What follows belongs to an exercise in optimizing a design on an open flow for small area; a production flow would make more cautious choices. The RTL was checked by simulation tests, not by an equivalence proof against the original design. The flow treats the clock pin as an ideal source. Dropping or thinning the clock tree relies on that and would not hold on a real chip. Power is estimated from default activity; no workload was simulated.

## run 5
==> flow/design.v (excerpt) <==
module serial_link_top (
  input  wire logic       clk,
  input  wire logic       rst_n,
  input  wire logic       rxd,
  input  wire logic [7:0] sw,
  output logic            txd,
  output logic [7:0]      led
);
==> flow/config.mk <==
export PLATFORM = sky130hd
export DESIGN_NAME = serial_link_top
export DESIGN_NICKNAME = serial_link_top
export VERILOG_FILES = /design/flow/design.v
export SDC_FILE = /design/flow/constraint.sdc
export NUM_CORES = 4
export LEC_CHECK = 0
export CAP_MARGIN = 20
export CORE_MARGIN = 2
export CORE_UTILIZATION = 60
export SLEW_MARGIN = 20
==> flow/constraint.sdc <==
create_clock -name core_clock -period 10.0 [get_ports {clk}]
set_input_delay 2.0000 -clock core_clock [delete_from_list [all_inputs] [get_ports {clk}]]
set_output_delay 2.0000 -clock core_clock [all_outputs]
set_load 0.01 [all_outputs]
standard.sh (not shown) runs the stock make flow with config.mk's settings and CLKGATE_MAP_FILE= SYNTH_SCRIPT=/design/flow/synth_recipe.tcl, a recipe that flattens the netlist after the stock synthesis.
==> flow/flow/run.sh <==
#!/bin/bash
# Standard layout, with clock tree synthesis told not to add dummy loads and to
# use larger sink clusters of clkbuf_16.
set -euo pipefail
export CTS_ARGS="-sink_clustering_enable -repair_clock_nets -dont_use_dummy_load -buf_list sky130_fd_sc_hd__clkbuf_16 -sink_clustering_size 38 -sink_clustering_max_diameter 70"
export BUFFER_PORTS_ARGS="-buffer_cell sky130_fd_sc_hd__buf_1"
bash standard.sh > standard.log 2>&1
Input changes introduced in run 2 (baseline for comparison: run 5):
==> flow/flow/run.sh <==
#!/bin/bash
# Standard layout, with clock tree synthesis told not to add dummy loads and to
# use larger sink clusters of clkbuf_16.
set -euo pipefail
export CTS_ARGS="-sink_clustering_enable -repair_clock_nets -dont_use_dummy_load -buf_list sky130_fd_sc_hd__clkbuf_16 -sink_clustering_size 38 -sink_clustering_max_diameter 70"
bash standard.sh > standard.log 2>&1
Notes after the runs:
On overall power after layout, run 5 and run 2 are basically level. In summary, run 2 completed successfully, with a layout that passed the timing, design-rule and antenna checks. [compare] base=run 5 new=run 2: filler-free cell count of the finished design held steady, total length of routed met2 wires fell by 350 microns, final count of negative-setup-slack endpoints about even, fmax shrank by about 1.9%, via count rose by 67. Run 5 → run 2: routed wire length has decreased, final core utilization has increased.


== alpha ==
Another version of the RTL of serial_link_top (not shown whole).
Size in the first run: roughly 2700 cells after synthesis, roughly 2300 flip-flops, about 20 I/O pins.
export LEC_CHECK = 0
export CAP_MARGIN = 20
export CORE_MARGIN = 2
export CORE_UTILIZATION = 60
export SLEW_MARGIN = 20
create_clock -name core_clock -period 10.0 [get_ports {clk}]
==> flow/flow/run.sh <==
#!/bin/bash
# The standard layout (standard.sh), with these changes:
# - clock tree synthesis adds no dummy loads, drives clusters of up to 14
#   flip-flops from buf_4 leaf buffers and builds the upper tree from small
#   clock buffers;
# - after clock tree synthesis, flow/post_cts.tcl turns each leaf buffer into
#   an inverter and adds one inverter at the root, so the flip-flops still see
#   the clock's own polarity;
# - the port buffers are buf_1 cells.
# Each tool's output is in orfs/logs; make's own output is in standard.log.
set -euo pipefail
export CTS_ARGS="-sink_clustering_enable -repair_clock_nets -dont_use_dummy_load -buf_list {sky130_fd_sc_hd__clkbuf_4 sky130_fd_sc_hd__clkbuf_8} -sink_clustering_buffer sky130_fd_sc_hd__buf_6 -sink_clustering_size 20 -sink_clustering_max_diameter 50"
export BUFFER_PORTS_ARGS="-buffer_cell sky130_fd_sc_hd__buf_1"
export POST_CTS_TCL="$PWD/flow/post_cts.tcl"
bash standard.sh > standard.log 2>&1
==> flow/flow/post_cts.tcl <==
# Turn every leaf clock buffer (buf_4) into an inverter (inv_4), which drives
# the same load from less area, and put one more inverter between the clock
# port and the root of the tree, so every flip-flop still sees the clock with
# its own polarity.
set block [ord::get_db_block]
set db [ord::get_db]
array set to_inv {sky130_fd_sc_hd__buf_4 sky130_fd_sc_hd__inv_4 sky130_fd_sc_hd__buf_6 sky130_fd_sc_hd__inv_6 sky130_fd_sc_hd__buf_8 sky130_fd_sc_hd__inv_8}
set n 0
foreach inst [$block getInsts] {
  set mname [[$inst getMaster] getName]
  if {![info exists to_inv($mname)]} { continue }
  set inv [$db findMaster $to_inv($mname)]
  if {![string match "clkbuf_leaf_*" [$inst getName]]} { continue }
  set nin [[$inst findITerm A] getNet]
  set nout [[$inst findITerm X] getNet]
  set loc [$inst getLocation]
  set name [$inst getName]
  odb::dbInst_destroy $inst
  set ni [odb::dbInst_create $block $inv $name]
  $ni setLocation [lindex $loc 0] [lindex $loc 1]
  $ni setPlacementStatus PLACED
  [$ni findITerm A] connect $nin
  [$ni findITerm Y] connect $nout
  incr n
}
puts "post_cts: $n leaf buffers turned into inverters"

# root inverter: clk port -> clkinv -> old root buffer
set clknet [$block findNet clk]
set root ""
foreach it [$clknet getITerms] {
  if {[$it isInputSignal] || [[$it getMTerm] getIoType] eq "INPUT"} { set root [$it getInst] }
}
if {$root eq ""} { error "post_cts: no root buffer on clk" }
set rnet [odb::dbNet_create $block clk_root_n]
$rnet setSigType CLOCK
set rin [$root findITerm A]
$rin disconnect
$rin connect $rnet
set ri [odb::dbInst_create $block [$db findMaster sky130_fd_sc_hd__clkinv_4] clkinv_root]
set loc [$root getLocation]
$ri setLocation [lindex $loc 0] [lindex $loc 1]
$ri setPlacementStatus PLACED
[$ri findITerm A] connect $clknet
[$ri findITerm Y] connect $rnet
puts "post_cts: root inverter before [$root getName]"

detailed_placement
check_placement -verbose
estimate_parasitics -placement

# Size each leaf inverter to the smallest one that keeps the slew at its
# flip-flop clock pins under the target.
set target 0.118
set sizes {sky130_fd_sc_hd__inv_2 sky130_fd_sc_hd__inv_4 sky130_fd_sc_hd__inv_6 sky130_fd_sc_hd__inv_8 sky130_fd_sc_hd__inv_12}
proc leaf_slew {netname} {
  set w 0.0
  foreach p [get_pins -of_objects [get_nets $netname]] {
    foreach e {rise fall} {
      set s [get_property $p slew_max_$e]
      if {[string is double -strict $s] && $s > $w} { set w $s }
    }
  }
  return $w
}
set hist {}
foreach inst [$block getInsts] {
  if {![string match "clkbuf_leaf_*" [$inst getName]]} { continue }
  set name [$inst getName]
  set net [[[$inst findITerm Y] getNet] getName]
  set chosen ""
  foreach sz $sizes {
    replace_cell $name $sz
    if {[leaf_slew $net] <= $target} { set chosen $sz; break }
  }
  if {$chosen eq ""} { set chosen [lindex $sizes end] }
  lappend hist $chosen
}
foreach sz $sizes { puts "post_cts: [llength [lsearch -all $hist $sz]] leaves of $sz" }
# the tree's slews changed with the leaf input loads: check every leaf again
foreach inst [$block getInsts] {
  if {![string match "clkbuf_leaf_*" [$inst getName]]} { continue }
  set name [$inst getName]
  set net [[[$inst findITerm Y] getNet] getName]
  while {[leaf_slew $net] > $target} {
    set cur [[$inst getMaster] getName]
    set i [lsearch $sizes $cur]
    if {$i < 0 || $i == [llength $sizes] - 1} { break }
    replace_cell $name [lindex $sizes [expr {$i + 1}]]
    set inst [$block findInst $name]
  }
}
repair_timing -hold
detailed_placement
check_placement -verbose
report_checks -path_delay min -format full_clock_expanded -group_path_count 1
alpha never completed, since it errored out during clock tree synthesis.
For beta, these inputs were changed with respect to alpha:
Settings: an added GPL_ROUTABILITY_DRIVEN of 0; an added GPL_TIMING_DRIVEN of 0.
diff --git a/flow/flow/run.sh b/flow/flow/run.sh
--- a/flow/flow/run.sh
+++ b/flow/flow/run.sh
@@ -10,5 +10,5 @@
 # Each tool's output is in orfs/logs; make's own output is in standard.log.
 set -euo pipefail
-export CTS_ARGS="-sink_clustering_enable -repair_clock_nets -dont_use_dummy_load -buf_list {sky130_fd_sc_hd__clkbuf_4 sky130_fd_sc_hd__clkbuf_8} -sink_clustering_buffer sky130_fd_sc_hd__buf_6 -sink_clustering_size 20 -sink_clustering_max_diameter 50"
+export CTS_ARGS="-sink_clustering_enable -repair_clock_nets -dont_use_dummy_load -buf_list {sky130_fd_sc_hd__clkbuf_4 sky130_fd_sc_hd__clkbuf_8} -sink_clustering_buffer sky130_fd_sc_hd__buf_4 -sink_clustering_size 14 -sink_clustering_max_diameter 40"
 export BUFFER_PORTS_ARGS="-buffer_cell sky130_fd_sc_hd__buf_1"
 export POST_CTS_TCL="$PWD/flow/post_cts.tcl"
==> flow/flow/post_cts.tcl <==
# Turn every leaf clock buffer (buf_4) into an inverter (inv_4), which drives
# the same load from less area, and put one more inverter between the clock
# port and the root of the tree, so every flip-flop still sees the clock with
# its own polarity.
set block [ord::get_db_block]
set db [ord::get_db]
set inv [$db findMaster sky130_fd_sc_hd__inv_4]
set n 0
foreach inst [$block getInsts] {
  if {[[$inst getMaster] getName] ne "sky130_fd_sc_hd__buf_4"} { continue }
  if {![string match "clkbuf_leaf_*" [$inst getName]]} { continue }
  set nin [[$inst findITerm A] getNet]
  set nout [[$inst findITerm X] getNet]
  set loc [$inst getLocation]
  set name [$inst getName]
  odb::dbInst_destroy $inst
  set ni [odb::dbInst_create $block $inv $name]
  $ni setLocation [lindex $loc 0] [lindex $loc 1]
  $ni setPlacementStatus PLACED
  [$ni findITerm A] connect $nin
  [$ni findITerm Y] connect $nout
  incr n
}
puts "post_cts: $n leaf buffers turned into inverters"

# root inverter: clk port -> clkinv -> old root buffer
set clknet [$block findNet clk]
set root ""
foreach it [$clknet getITerms] {
  if {[$it isInputSignal] || [[$it getMTerm] getIoType] eq "INPUT"} { set root [$it getInst] }
}
if {$root eq ""} { error "post_cts: no root buffer on clk" }
set rnet [odb::dbNet_create $block clk_root_n]
$rnet setSigType CLOCK
set rin [$root findITerm A]
$rin disconnect
$rin connect $rnet
set ri [odb::dbInst_create $block [$db findMaster sky130_fd_sc_hd__clkinv_4] clkinv_root]
set loc [$root getLocation]
$ri setLocation [lindex $loc 0] [lindex $loc 1]
$ri setPlacementStatus PLACED
[$ri findITerm A] connect $clknet
[$ri findITerm Y] connect $rnet
puts "post_cts: root inverter before [$root getName]"

detailed_placement
check_placement -verbose
estimate_parasitics -placement
repair_timing -hold
detailed_placement
check_placement -verbose
report_checks -path_delay min -format full_clock_expanded -group_path_count 1
[summary]
beta: done, clean on timing, DRC and antenna
Compared beta vs alpha, and instance count after placement with tap cells included is up in beta.
Number of I/O port buffers ended up 1 lower on beta than on alpha.
Comparing beta against alpha, there is no change at all in compound-gate portion of the synthesized area.
Cell area after placement: beta vs alpha, no meaningful difference
### beta -> gamma
Settings: GPL_ROUTABILITY_DRIVEN removed (was 0); GPL_TIMING_DRIVEN removed (was 0).
--- outcome ---
Compared with beta, in gamma number of antenna cells inserted has decreased, sequential cell fraction of total power has decreased, worst slack after detailed placement has increased, sequential share of layout area has remained practically unchanged, proportion of power drawn by the clock network has increased. In terms of fraction of the cycle the final worst path needs, gamma and beta differ only marginally. Changes observed in gamma relative to beta: final area held steady; share of power burned in combinational logic held steady; max-slew violation count held steady.
#### Input delta (delta over gamma)
==> flow/flow/run.sh <==
#!/bin/bash
set -euo pipefail
export CTS_ARGS="-sink_clustering_enable -repair_clock_nets -dont_use_dummy_load -buf_list {sky130_fd_sc_hd__clkbuf_4 sky130_fd_sc_hd__clkbuf_8} -sink_clustering_buffer sky130_fd_sc_hd__buf_4 -sink_clustering_size 14 -sink_clustering_max_diameter 40"
export BUFFER_PORTS_ARGS="-buffer_cell sky130_fd_sc_hd__buf_1"
export POST_CTS_TCL="$PWD/flow/post_cts.tcl"
bash standard.sh > standard.log 2>&1
Findings:
Re area enclosed by the die boundary: no difference whatsoever between delta and gamma.
Final cell count came out exactly the same in delta and gamma.
gamma -> delta: synthesized area delta 0, exact match
On global-route total usage across every layer, delta tracks gamma almost exactly.
In beta, gamma and delta the design's own scripts or RTL, not TritonCTS, make the clock network.


Another version of the RTL of serial_link_top (not shown whole).
For scale: roughly 2,700 cells after synthesis, ~2,300 flip-flops, about 20 I/O pins.
clock: 10.0 ns
lec_check: 0
cap_margin: 20
core_margin: 2
core_utilization: 60
slew_margin: 20
==> flow/flow/run.sh <==
#!/bin/bash
# The standard layout (standard.sh), with two changes:
# - clock tree synthesis adds no dummy loads, clusters up to 38 flip-flops on
#   each clkbuf_16 leaf buffer and builds the upper tree from small buffers;
# - the port buffers are buf_1 cells.
set -euo pipefail
export CTS_ARGS="-sink_clustering_enable -repair_clock_nets -dont_use_dummy_load -buf_list {sky130_fd_sc_hd__clkbuf_2 sky130_fd_sc_hd__clkbuf_4} -sink_clustering_buffer sky130_fd_sc_hd__buf_6 -sink_clustering_size 20 -sink_clustering_max_diameter 50"
export BUFFER_PORTS_ARGS="-buffer_cell sky130_fd_sc_hd__buf_1"
bash standard.sh > standard.log 2>&1
Then changed:
--- a/flow/flow/run.sh
+++ b/flow/flow/run.sh
@@ -7 +7 @@
-export CTS_ARGS="-sink_clustering_enable -repair_clock_nets -dont_use_dummy_load -buf_list {sky130_fd_sc_hd__clkbuf_2 sky130_fd_sc_hd__clkbuf_4} -sink_clustering_buffer sky130_fd_sc_hd__buf_6 -sink_clustering_size 20 -sink_clustering_max_diameter 50"
+export CTS_ARGS="-sink_clustering_enable -repair_clock_nets -dont_use_dummy_load -buf_list {sky130_fd_sc_hd__clkbuf_2 sky130_fd_sc_hd__clkbuf_4} -sink_clustering_buffer sky130_fd_sc_hd__clkbuf_16 -sink_clustering_size 36 -sink_clustering_max_diameter 70"
After rerunning:
- hold slack barely changes
- final cell count decreases by 1.6%
- first-iteration DRC count increases by 20%
- worst setup slack gets better by 0.025 ns


## maple
Another version of the RTL of serial_link_top (not shown whole).
For scale: roughly 2700 cells after synthesis, roughly 2300 flip-flops, ~20 I/O pins.
## serial_link_top
module serial_link_top (
  input  wire logic       clk,
  input  wire logic       rst_n,
  input  wire logic       rxd,
  input  wire logic [7:0] sw,
  output logic            txd,
  output logic [7:0]      led
);
  localparam logic [3:0] S_SYNC  = 4'd0,
                         S_CMD   = 4'd1,
                         S_ADDR  = 4'd2,
                         S_LEN   = 4'd3,
                         S_DATA  = 4'd4,
                         S_CRC1  = 4'd5,
                         S_CRC2  = 4'd6,
                         S_XWAIT = 4'd7,
                         S_XFER  = 4'd8,
                         T_HDR   = 4'd9,
                         T_DATA  = 4'd10,
                         T_CRC   = 4'd11,
                         T_END   = 4'd12,
                         S_CHK   = 4'd13;
  logic [2047:0] ring;
  logic [127:0]  stg;
  logic [7:0]    pos;
  logic          clr;
  logic [3:0]    state;
  logic [7:0]    cmd;
  logic [7:0]    addr;
  logic [4:0]    len;
  logic [3:0]    k;
  logic          wp;
  logic [15:0]   crc;
  logic [6:0]    m;
  logic [7:0]    sh;
  logic          txq;
  wire [7:0] ring_tap = ring[7:0];
  wire [7:0] st_tap   = stg[7:0];
  wire       idle  = m == 7'd0;
  wire [3:0] bi    = m[6:3];
  wire [2:0] cc    = m[2:0];
  wire       smp   = cc == 3'd7 && bi >= 4'd1 && bi <= 4'd8;
  wire       bend  = m == 7'd82;
  wire       rxb   = m == 7'd72;
  wire       txm   = state >= T_HDR && state <= T_END;
  wire       rx_ok = state <= S_CRC2 || state == T_END;
  wire       is_wr = cmd == 8'h01;
  wire       is_rd = cmd == 8'h02;
  wire [3:0] slot  = addr[3:0] + k;
  wire       hit   = pos[3:0] == slot;
  wire [4:0] k1    = {1'b0, k} + 5'd1;
  ...
export LEC_CHECK = 0
export CAP_MARGIN = 20
export CORE_MARGIN = 2
export CORE_UTILIZATION = 60
export SLEW_MARGIN = 20
create_clock -name core_clock -period 10.0 [get_ports {clk}]
==> flow/flow/run.sh <==
#!/bin/bash
# Standard layout, with clock tree synthesis told not to add dummy loads and to
# use larger sink clusters of clkbuf_16.
set -euo pipefail
export CTS_ARGS="-sink_clustering_enable -repair_clock_nets -dont_use_dummy_load -buf_list sky130_fd_sc_hd__clkbuf_16 -sink_clustering_size 36 -sink_clustering_max_diameter 80 -tree_buf sky130_fd_sc_hd__clkbuf_8"
bash standard.sh > standard.log 2>&1
maple finished every step from synthesis to the final layout, and the layout passed the timing, design-rule and antenna checks.
Input changes introduced in zinc (baseline for comparison: maple):
- setting CTS_CLUSTER_DIAMETER to 50 for the first time
- setting CTS_BUF_LIST to sky130_fd_sc_hd__clkbuf_4 sky130_fd_sc_hd__clkbuf_8 for the first time
- setting CTS_CLUSTER_SIZE to 20 for the first time
==> flow/run.sh (new file) <==
#!/bin/bash
# synth_recipe.tcl (not shown) runs the flow's synth.tcl, then flattens the netlist and writes it again
# the make line also repeats each setting of config.mk as NAME=value (left out here)
make -C /OpenROAD-flow-scripts/flow DESIGN_CONFIG=/design/flow/config.mk WORK_HOME=/design/flow/orfs CLKGATE_MAP_FILE= SYNTH_SCRIPT=/design/flow/synth_recipe.tcl finish
removed: flow/flow/run.sh
removed: flow/standard.sh
Going from maple to zinc, cell area picked up an extra 1.3%; cell area power density picked up an extra 2.0%; buffer count excluding the clock tree in the final layout lost 1; initial antenna violation count neither gained nor lost much.
Looking at total power across both flows, zinc is the weaker of the two, with maple ahead.
Compared to maple, zinc has proportion of power drawn by the clock network 2.3 points higher.
Inputs modified between zinc and tundra:
- a deleted CTS_BUF_LIST that had been sky130_fd_sc_hd__clkbuf_4 sky130_fd_sc_hd__clkbuf_8
- a deleted CTS_CLUSTER_DIAMETER that had been 50
- a deleted CTS_CLUSTER_SIZE that had been 20
==> flow/flow/run.sh (new file) <==
#!/bin/bash
# Standard layout, with clock tree synthesis told not to add dummy loads and to
# use larger sink clusters of clkbuf_16.
set -euo pipefail
export CTS_ARGS="-sink_clustering_enable -repair_clock_nets -dont_use_dummy_load -buf_list sky130_fd_sc_hd__clkbuf_16 -sink_clustering_size 38 -sink_clustering_max_diameter 70"
bash standard.sh > standard.log 2>&1
==> flow/standard.sh (new file) <==
#!/bin/bash
# synth_recipe.tcl (not shown) runs the flow's synth.tcl, then flattens the netlist and writes it again
# the make line also repeats each setting of config.mk as NAME=value (left out here)
make -C /OpenROAD-flow-scripts/flow DESIGN_CONFIG=/design/flow/config.mk WORK_HOME=/design/flow/orfs CLKGATE_MAP_FILE= SYNTH_SCRIPT=/design/flow/synth_recipe.tcl "${@:-finish}"
removed: flow/run.sh
==> results.txt <==
- Compared with zinc, tundra shows a maximum frequency that is about 3% higher.
- zinc → tundra: worst setup slack increased by 0.10 ns relative to the old numbers; tightest slew margin relative to the limit increased by 0.36 points relative to the old numbers.
- tundra ends up with a count of clock-buffer cells in the layout that is 80 lower than in zinc.
Input changes introduced in quartz (baseline for comparison: tundra):
- swapping 60 for 65 in CORE_UTILIZATION
==> flow/run.sh (new file) <==
#!/bin/bash
# synth_recipe.tcl (not shown) runs the flow's synth.tcl, then flattens the netlist and writes it again
# the make line also repeats each setting of config.mk as NAME=value (left out here)
make -C /OpenROAD-flow-scripts/flow DESIGN_CONFIG=/design/flow/config.mk WORK_HOME=/design/flow/orfs CLKGATE_MAP_FILE= SYNTH_SCRIPT=/design/flow/synth_recipe.tcl finish
removed: flow/flow/run.sh
removed: flow/standard.sh
--- outcome ---
- Compared quartz against tundra; compound-cell area share of the yosys netlist within noise.
- Max cell area across tundra and quartz: quartz
- Looking only at path length in cells of the critical path, and setting everything else aside, the higher value of tundra and quartz goes to tundra.
- Summary of quartz over tundra: die extent in x has decreased, share of final layout cell area taken by clock buffers and inverters went up by 7.6 points, power after layout rose by 29%, clock-pin slew reported for the worst setup and hold paths after clock tree synthesis fell 0.05 ns, number of global-route vias before repair went up about 22%.

## separate check: timing with driven ports
How much do the figures lean on ideal ports? The routed layouts below were timed once more, with nothing changed but the port constraints. Step 1: set_driving_cell puts a clkbuf_16 on clk and a buf_2 on each other input, an assumption about the parent block. Step 2, shift: input delay + t, output delay - t, t = (earliest + latest rising clock arrival at the registers) / 2. This alone moves slack from input paths to output paths. Slacks: no drivers / after step 1 / after step 2; pairs: no drivers / after step 1.
run | t (ns) | setup WS [ns] | worst hold slack (ns) | clock arrival spread, ns
run 5 | 0.686 | 6.490 / 6.490 / 6.490 | 0.276 / 0.276 / 0.276 | 0.088 / 0.087
run 2 | 0.664 | 6.424 / 6.366 / 6.643 | 0.303 / 0.303 / 0.303 | 0.085 / 0.086
beta | 0.764 | 6.520 / 6.520 / 6.520 | 0.269 / 0.269 / 0.269 | 0.118 / 0.118
gamma | 0.769 | 6.507 / 6.507 / 6.507 | 0.246 / 0.246 / 0.246 | 0.165 / 0.164
delta | 0.769 | 6.507 / 6.507 / 6.507 | 0.246 / 0.246 / 0.246 | 0.165 / 0.164
the first run of note 3 | 1.016 | 6.516 / 6.452 / 6.535 | 0.230 / 0.230 / 0.230 | 0.152 / 0.152
the second run of note 3 | 0.987 | 6.541 / 6.492 / 6.541 | 0.228 / 0.228 / 0.228 | 0.155 / 0.155
maple | 0.666 | 6.395 / 6.418 / 5.770 | 0.271 / 0.271 / 0.271 | 0.141 / 0.141
zinc | 0.824 | 6.304 / 6.246 / 5.820 | 0.299 / 0.299 / 0.299 | 0.062 / 0.062
tundra | 0.653 | 6.407 / 6.417 / 5.788 | 0.275 / 0.275 / 0.275 | 0.128 / 0.127
quartz | 0.816 | 6.276 / 6.241 / 5.504 | 0.292 / 0.292 / 0.292 | 0.071 / 0.071
After both steps every run listed still meets setup and hold. For quartz, which loses most, drivers alone change the setup slack by -0.035 ns; drivers and shift together by -0.772 ns.
